Background: an optimization exercise with open tools, aiming at small area. Do not read the settings as production practice.
The RTL was checked by simulation tests, not by an equivalence proof against the original design.

==> design.v <==
module bp_counter_table (
    input  logic       clk,
    input  logic       rst_b,
    input  logic [7:0] i_rd_idx,
    output logic       o_rd_taken,
    input  logic       i_wr_en,
    input  logic [7:0] i_wr_idx,
    input  logic       i_wr_taken
);
    logic         r_clr;
    logic [255:0] w_h;
    logic [255:0] w_ln;
    logic [255:0] w_h_d;
    always_ff @(posedge clk or negedge rst_b) begin
        if (!rst_b) r_clr <= 1'b1;
        else        r_clr <= 1'b0;
    end
    logic [15:0]  w_row;
    logic [15:0]  w_col;
    logic [255:0] w_sel;
    logic [255:0] w_keep;
    always_comb begin
        for (int r = 0; r < 16; r++) w_row[r] = i_wr_en && (i_wr_idx[7:4] == r[3:0]);
        for (int c = 0; c < 16; c++) w_col[c] = (i_wr_idx[3:0] == c[3:0]);
        for (int i = 0; i < 256; i++) begin
            w_sel[i]  = w_row[i/16] & w_col[i%16];
            w_keep[i] = ~w_sel[i] & ~r_clr;
        end
    end
    logic [31:0] w_gh, w_gln;
    logic w_cur_h, w_cur_ln;
    for (genvar g = 0; g < 32; g++) begin : g_wr
        bp_ctr_aor8 u_h  (.i_sel(w_sel[g*8 +: 8]), .i_dat(w_h[g*8 +: 8]),  .o_or(w_gh[g]));
        bp_ctr_aor8 u_ln (.i_sel(w_sel[g*8 +: 8]), .i_dat(w_ln[g*8 +: 8]), .o_or(w_gln[g]));
    end
    assign w_cur_h  = (|w_gh)  & ~r_clr;
    assign w_cur_ln = (|w_gln) & ~r_clr;
    logic w_new_h, w_new_ln;
    assign w_new_h  = (w_cur_h & ~w_cur_ln) | (w_cur_h & i_wr_taken) | (~w_cur_ln & i_wr_taken);
    assign w_new_ln = ~((w_cur_h & w_cur_ln) | (w_cur_h & i_wr_taken) | (w_cur_ln & i_wr_taken));
    for (genvar i = 0; i < 256; i++) begin : g_ent
        bp_ctr_entry u_ent (
            .clk    (clk),
            .i_sel  (w_sel[i]),
            .i_keep (w_keep[i]),
            .i_h    (w_new_h),
            .i_ln   (w_new_ln),
            .o_h    (w_h[i]),
            .o_ln   (w_ln[i]),
            .o_h_d  (w_h_d[i])
        );
    end
    logic [7:0]  w_rd_lo;
    logic [31:0] w_grp;
    always_comb begin
        for (int k = 0; k < 8; k++) w_rd_lo[k] = (i_rd_idx[2:0] == k[2:0]);
    end
    for (genvar g = 0; g < 32; g++) begin : g_rd
        bp_ctr_aor8 u_rd (.i_sel(w_rd_lo), .i_dat(w_h_d[g*8 +: 8]), .o_or(w_grp[g]));
    end
    assign o_rd_taken = w_grp[i_rd_idx[7:3]];
endmodule
module bp_ctr_entry (
    input  logic clk,
    input  logic i_sel,
    input  logic i_keep,
    input  logic i_h,
    input  logic i_ln,
    output logic o_h,
    output logic o_ln,
    output logic o_h_d
);
    logic r_h, r_ln;
    logic w_ln_d;
    assign o_h_d  = (i_sel & i_h)  | (i_keep & r_h);
    assign w_ln_d = (i_sel & i_ln) | (i_keep & r_ln);
    always_ff @(posedge clk) begin
        r_h  <= o_h_d;
        r_ln <= w_ln_d;
    end
    assign o_h  = r_h;
    assign o_ln = r_ln;
endmodule
module bp_ctr_aor8 (
    input  logic [7:0] i_sel,
    input  logic [7:0] i_dat,
    output logic       o_or
);
    assign o_or = |(i_sel & i_dat);
endmodule
module bp_gshare_predictor (
    input  logic       clk,
    input  logic       rst_b,
    input  logic       pred_valid,
    input  logic [9:2] pred_addr,
    output logic       pred_resp_valid,
    output logic       pred_taken,
    output logic [7:0] pred_index,
    input  logic       upd_valid,
    input  logic [7:0] upd_index,
    input  logic       upd_taken,
    input  logic       upd_pred,
    output logic [7:0] ghr,
    output logic [15:0] miss_count
);
    logic [7:0]  r_ghr;
    logic [15:0] r_miss;
    logic        r_resp_valid;
    logic        r_taken;
    logic [7:0]  r_index;
    logic [7:0]  w_pred_idx;
    logic        w_pred_taken;
    assign w_pred_idx = pred_addr ^ r_ghr;
    bp_counter_table u_table (
        .clk        (clk),
        .rst_b      (rst_b),
        .i_rd_idx   (w_pred_idx),
        .o_rd_taken (w_pred_taken),
        .i_wr_en    (upd_valid),
        .i_wr_idx   (upd_index),
        .i_wr_taken (upd_taken)
    );
    always_ff @(posedge clk or negedge rst_b) begin
        if (!rst_b) begin
            r_resp_valid <= 1'b0;
            r_taken      <= 1'b0;
            r_index      <= '0;
        end else begin
            r_resp_valid <= pred_valid;
            if (pred_valid) begin
                r_taken <= w_pred_taken;
                r_index <= w_pred_idx;
            end
        end
    end
    always_ff @(posedge clk or negedge rst_b) begin
        if (!rst_b) begin
            r_ghr <= '0;
        end else if (upd_valid) begin
            r_ghr <= {r_ghr[6:0], upd_taken};
        end
    end
    always_ff @(posedge clk or negedge rst_b) begin
        if (!rst_b) begin
            r_miss <= '0;
        end else if (upd_valid && (upd_taken != upd_pred) && (r_miss != 16'hffff)) begin
            r_miss <= r_miss + 16'd1;
        end
    end
    assign pred_resp_valid = r_resp_valid;
    assign pred_taken      = r_taken;
    assign pred_index      = r_index;
    assign ghr             = r_ghr;
    assign miss_count      = r_miss;
endmodule
==> run.sh <==
#!/bin/bash
# synth_recipe.tcl (not shown) runs the flow's synth.tcl, then flattens the netlist and writes it again
# the make line also repeats each setting of config.mk as NAME=value (left out here)
make -C /OpenROAD-flow-scripts/flow DESIGN_CONFIG=/design/flow/config.mk WORK_HOME=/design/flow/orfs CLKGATE_MAP_FILE= SYNTH_SCRIPT=/design/flow/synth_recipe.tcl finish
==> config.mk <==
export PLATFORM = sky130hd
export DESIGN_NAME = bp_gshare_predictor
export DESIGN_NICKNAME = bp_gshare_predictor
export VERILOG_FILES = /design/flow/design.v
export SDC_FILE = /design/flow/constraint.sdc
export NUM_CORES = 4
export LEC_CHECK = 0
export ABC_AREA = 1
export CAP_MARGIN = 0
export CORE_MARGIN = 2
export CORE_UTILIZATION = 50
export CTS_BUF_LIST = sky130_fd_sc_hd__clkbuf_8
export CTS_CLUSTER_DIAMETER = 80
export CTS_CLUSTER_SIZE = 16
export SLEW_MARGIN = 0
==> constraint.sdc <==
create_clock -name core_clock -period 8.0 [get_ports {clk}]
set_input_delay 1.6000 -clock core_clock [delete_from_list [all_inputs] [get_ports {clk}]]
set_output_delay 1.6000 -clock core_clock [all_outputs]
set_load 0.01 [all_outputs]
==> impl_metrics.ini <==
[outcome]
status = timing/DRC/antenna clean

[pwr]
p_sw_w = 0.00151
finalPower_w = 0.00491
irDropWorstVdd_mv = 0.182
power_frac_comb_pct = 13.1
power_switching_share_pct = 30.7
p_int_w = 0.00340
cellPowerDensity_mw_per_mm2 = 172
p_leak_nw = 11.7
clockPowerShare_pct = 29.8
seqPwrFrac_pct = 57.2

[floorplanning]
die_x_um = 234
num_io_pins = 56
initial_core_util_pct = 50.4
die_h_um = 234
std_cell_rows = 84
fp.coreArea_mm2 = 0.0523
dieArea_mm2 = 0.0546

[clock_tree]
clock-sinks = 547
htreeDepth = 2
clockBufferDepth = 3
clkTransAtPathRegs_ns = 0.12
cts_buffers = 40
clkLatencyLatePin_ns = 0.69
hold_buffers = 0
cts_root_buffer = clkbuf_8
cts_post_setup_buffers_inserted = 0
cts-resized-gates = 0
tritoncts = yes

[cells_and_area]
drive_above_1_share_pct = 5.05
regArea_mm2 = 0.0111
multi_input_area_mm2 = 0.0138
areaGrowthSynthToFinish_pct = 7.98
nets = 3876
final_cells = 4554
fillCellCount = 5278

[route]
wl_um = 119000
via_count = 29000
vias_per_cell = 6.37
dr.pass1.iters = 14
drcViolationCount = 0
antenna_left = 0
post_drt_wl_per_cell_um = 26.0
first_iter_violations = 4845

[critical_path]
critPathKind = in -> reg
cp.arrival_ns = 7.47
start_kind = input pin
cp-end-kind = register
cp_max_fo = 36
crit_required_ns = 8.63

[logic_synthesis]
synth_largest_type_area_fraction_pct = 38.9
ys_types = 30
synth_adder_area_share_pct = 0.0474
synth_cells = 3943
synth-edff-count = 0
synth_compound_area_share_pct = 9.32
synth_nets = 3966
synth_area_mm2 = 0.0264
synth-xor-area-share_pct = 0.797
synth_area_leader_cell = dfxtp_1
ys_warn_count = 3
yosys.area_share.simple_pct = 40.8
ys_seq_area_share_pct = 42.2
yosysMostFrequentCell = nand3_1
synth_area_per_cell_um2 = 6.69
ys_seq_elements = 547
synth_common_cells = 1,098 x nand3_1, 933 x nand2_1, 512 x dfxtp_1
synth_top_family_by_area = simple AND/OR/NAND/NOR gates
synthMuxAreaShare_pct = 0.0427
synth.area.top_cells = dfxtp_1 39%, nand3_1 21%, nand2_1 13%
async_flop_share_pct = 6.40
ys.flop_type = dfxtp_1

[grt]
grt_pass1_wl_um = 171000
grt_usage_pct = 42.6
overflow = 0
grt_pass1_vias = 26131
antenna_found_initial = 4
grt_max_degree = 165

[sta]
min_period_over_period_pct = 85.5
worstMarginPinSlew_ns = 1.28
setup-tns-final_ns = 0
finalMaxSlewViolations = 0
clock_skew_ns = 0.0531
rsz0062_at_grt = false
setup_viol = 0
slew_headroom_pct = 14.2
fin_ws_ns = 1.16
finalHoldViolations = 0
period_needed_ns = 6.84
max_freq_mhz = 146

[job]
cap_violations = 0

[placed_design]
hpwl_um = 78300
placed_cells = 4499
port_buffers = 55
place_congestion = 1.05
place_ws_ns = 0.827

[hold_path]
hold_path_class = reg -> reg
[per-stage QoR]
stage / util (%) / instance area, µm² / hold WS, ns
5_1_grt: 54.4 / 28500 / 0.512
6_report: 54.4 / 28500 / 0.496
3_3_place_gp: 53.2 / 27900 / 0.468
2_1_floorplan: - / 26400 / 0.456
4_1_cts: 54.4 / 28500 / 0.499
3_5_place_dp: 53.2 / 27900 / 0.472
[critical path: stages]
cell and delay (ns):
clkdlybuf4s50_1 0.84, nand3_1 0.51, nor2_4 0.65, buf_4 0.33, nand3_1 0.12, nand4_1 0.12, nor2_1 0.09, nand2_1 0.31
nor2_1 0.07, nand2_1 0.07, nor2_1 0.04, nand2_1 0.11, nand3_1 0.18, nand2_4 0.21, nand2_8 0.21, inv_2 0.41
nand3_1 0.17, a21oi_1 0.41, nor2_1 0.10, nand3_1 0.09, nand3_1 0.09, nand3_1 0.16, nand3_1 0.21, nand3_1 0.18
nand3_1 0.09, nand2_1 0.07
[power by group through the flow]
stage | registers [W] | logic [W] | clock network (W)
finish | 0.00281 | 0.000642 | 0.00146
global route | 0.00281 | 0.000648 | 0.00154
CTS | 0.00280 | 0.000612 | 0.00147
detailed placement | 0.00286 | 0.000611 | 0
global placement | 0.00287 | 0.000609 | 0
floorplan | 0.00287 | 0.000255 | 0
[routing by layer]
metal	part of all wire (%)	vias to the layer above	track usage, %
met5	0.020	-	0
met4	6.1	4	23.0
met3	14	400	11.5
met2	41	2054	60.4
met1	39	13458	58.5
li1	-	13084	-
[layout make-up]
| type | instances | share of cell area, % |
|---|---|---|
| diodes | 3 | 0.0264 |
| clock inverters | 10 | 0.180 |
| flip-flops and latches | 547 | 39.1 |
| well taps | 688 | 3.02 |
| inverters | 177 | 2.36 |
| multi-input cells | 2942 | 48.3 |
| repair buffers | 145 | 5.05 |
| clock buffers | 42 | 2.03 |
[flip-flops by register name (all words and copies together), names as in the netlist]
register and count:
u_table.g_ent.u_ent.r_h 256, u_table.g_ent.u_ent.r_ln 256, r_miss 16, r_ghr 8, r_index 8, r_resp_valid 1, r_taken 1, u_table.r_clr 1
[cell usage in the layout, fill, tap and decap left out, types with 2 or more instances in the layout]
cell / synthesis / final
nand3_1: 1098 / 1098
nand2_1: 933 / 932
dfxtp_1: 512 / 512
o21ai_0: 302 / 302
nor2_1: 293 / 259
inv_1: 167 / 173
o21ai_1: 125 / 125
buf_4: 3 / 73
nand4_1: 63 / 63
a21oi_1: 63 / 63
clkdlybuf4s50_1: 0 / 55
clkbuf_8: 0 / 42
dfrtp_1: 34 / 34
nor2_4: 0 / 32
nand3b_1: 22 / 22
buf_12: 0 / 17
xnor2_1: 14 / 11
xor2_1: 10 / 10
inv_2: 9 / 8
nor2_2: 5 / 7
diode_2: 0 / 3
nand2_4: 0 / 3
xnor2_2: 0 / 3
nor3_1: 3 / 3
nand3_2: 2 / 2
clkinvlp_4: 0 / 2
[path summary, 6_finish.rpt]
| kind | startpoint | endpoint | slack [ns] | depth (start not counted) |
|---|---|---|---|---|
| worst max-delay path | upd_valid | r_taken$_DFFE_PN0P_ | 1.16 | 26 |
| worst min-delay path | u_table.g_ent[25].u_ent.r_ln$_DFF_P_ | u_table.g_ent[25].u_ent.r_ln$_DFF_P_ | 0.50 | 2 |
| worst max register to register | r_ghr[2]$_DFFE_PN0P_ | r_taken$_DFFE_PN0P_ | 3.76 | 14 |
| worst min register to register | u_table.g_ent[25].u_ent.r_ln$_DFF_P_ | u_table.g_ent[25].u_ent.r_ln$_DFF_P_ | 0.50 | 2 |
| max in group asynchronous | rst_b | u_table.r_clr$_DFF_PN1_ | 6.25 | 2 |
| min in group asynchronous | rst_b | r_taken$_DFFE_PN0P_ | 1.35 | 2 |
[kinds of logic (layout without fill, tap and decap cells)]
family | count (synthesis) | after routing
XOR/XNOR | 24 | 24
multiplexers | 1 | 1
other | 1 | 4
flip-flops | 547 | 547
AND/OR/NAND/NOR | 2424 | 2424
AO/OA/AOI/OAI | 491 | 491
buffers and inverters | 454 | 374
adder cells (fa/ha/maj) | 1 | 1

re-timing with driven ports:
In the flow no input, the clock included, has a driving cell. The finished layout below was timed again as built, in two steps.
Step 1 (the two cells are an assumption about what drives the block):
set clk [get_ports {clk}]
set_driving_cell -lib_cell sky130_fd_sc_hd__clkbuf_16 $clk
set_driving_cell -lib_cell sky130_fd_sc_hd__buf_2 [delete_from_list [all_inputs] $clk]
Step 2 also shifts input and output timing later by t, the mid clock arrival at the registers, as if the neighbouring blocks saw the same clock.
Slacks: ideal / step 1 / step 2; pairs: ideal / step 1.
t (ns): 0.724
setup slack, ns: 1.164 / 1.191 / 0.468
hold WS [ns]: 0.496 / 0.496 / 0.496
latest minus earliest clock arrival (ns): 0.054 / 0.053
cell pins on the clock port's net: 1
After both steps this run still meets setup and hold. The setup slack of this run moves by +0.027 ns with the drivers and by -0.696 ns with both steps.
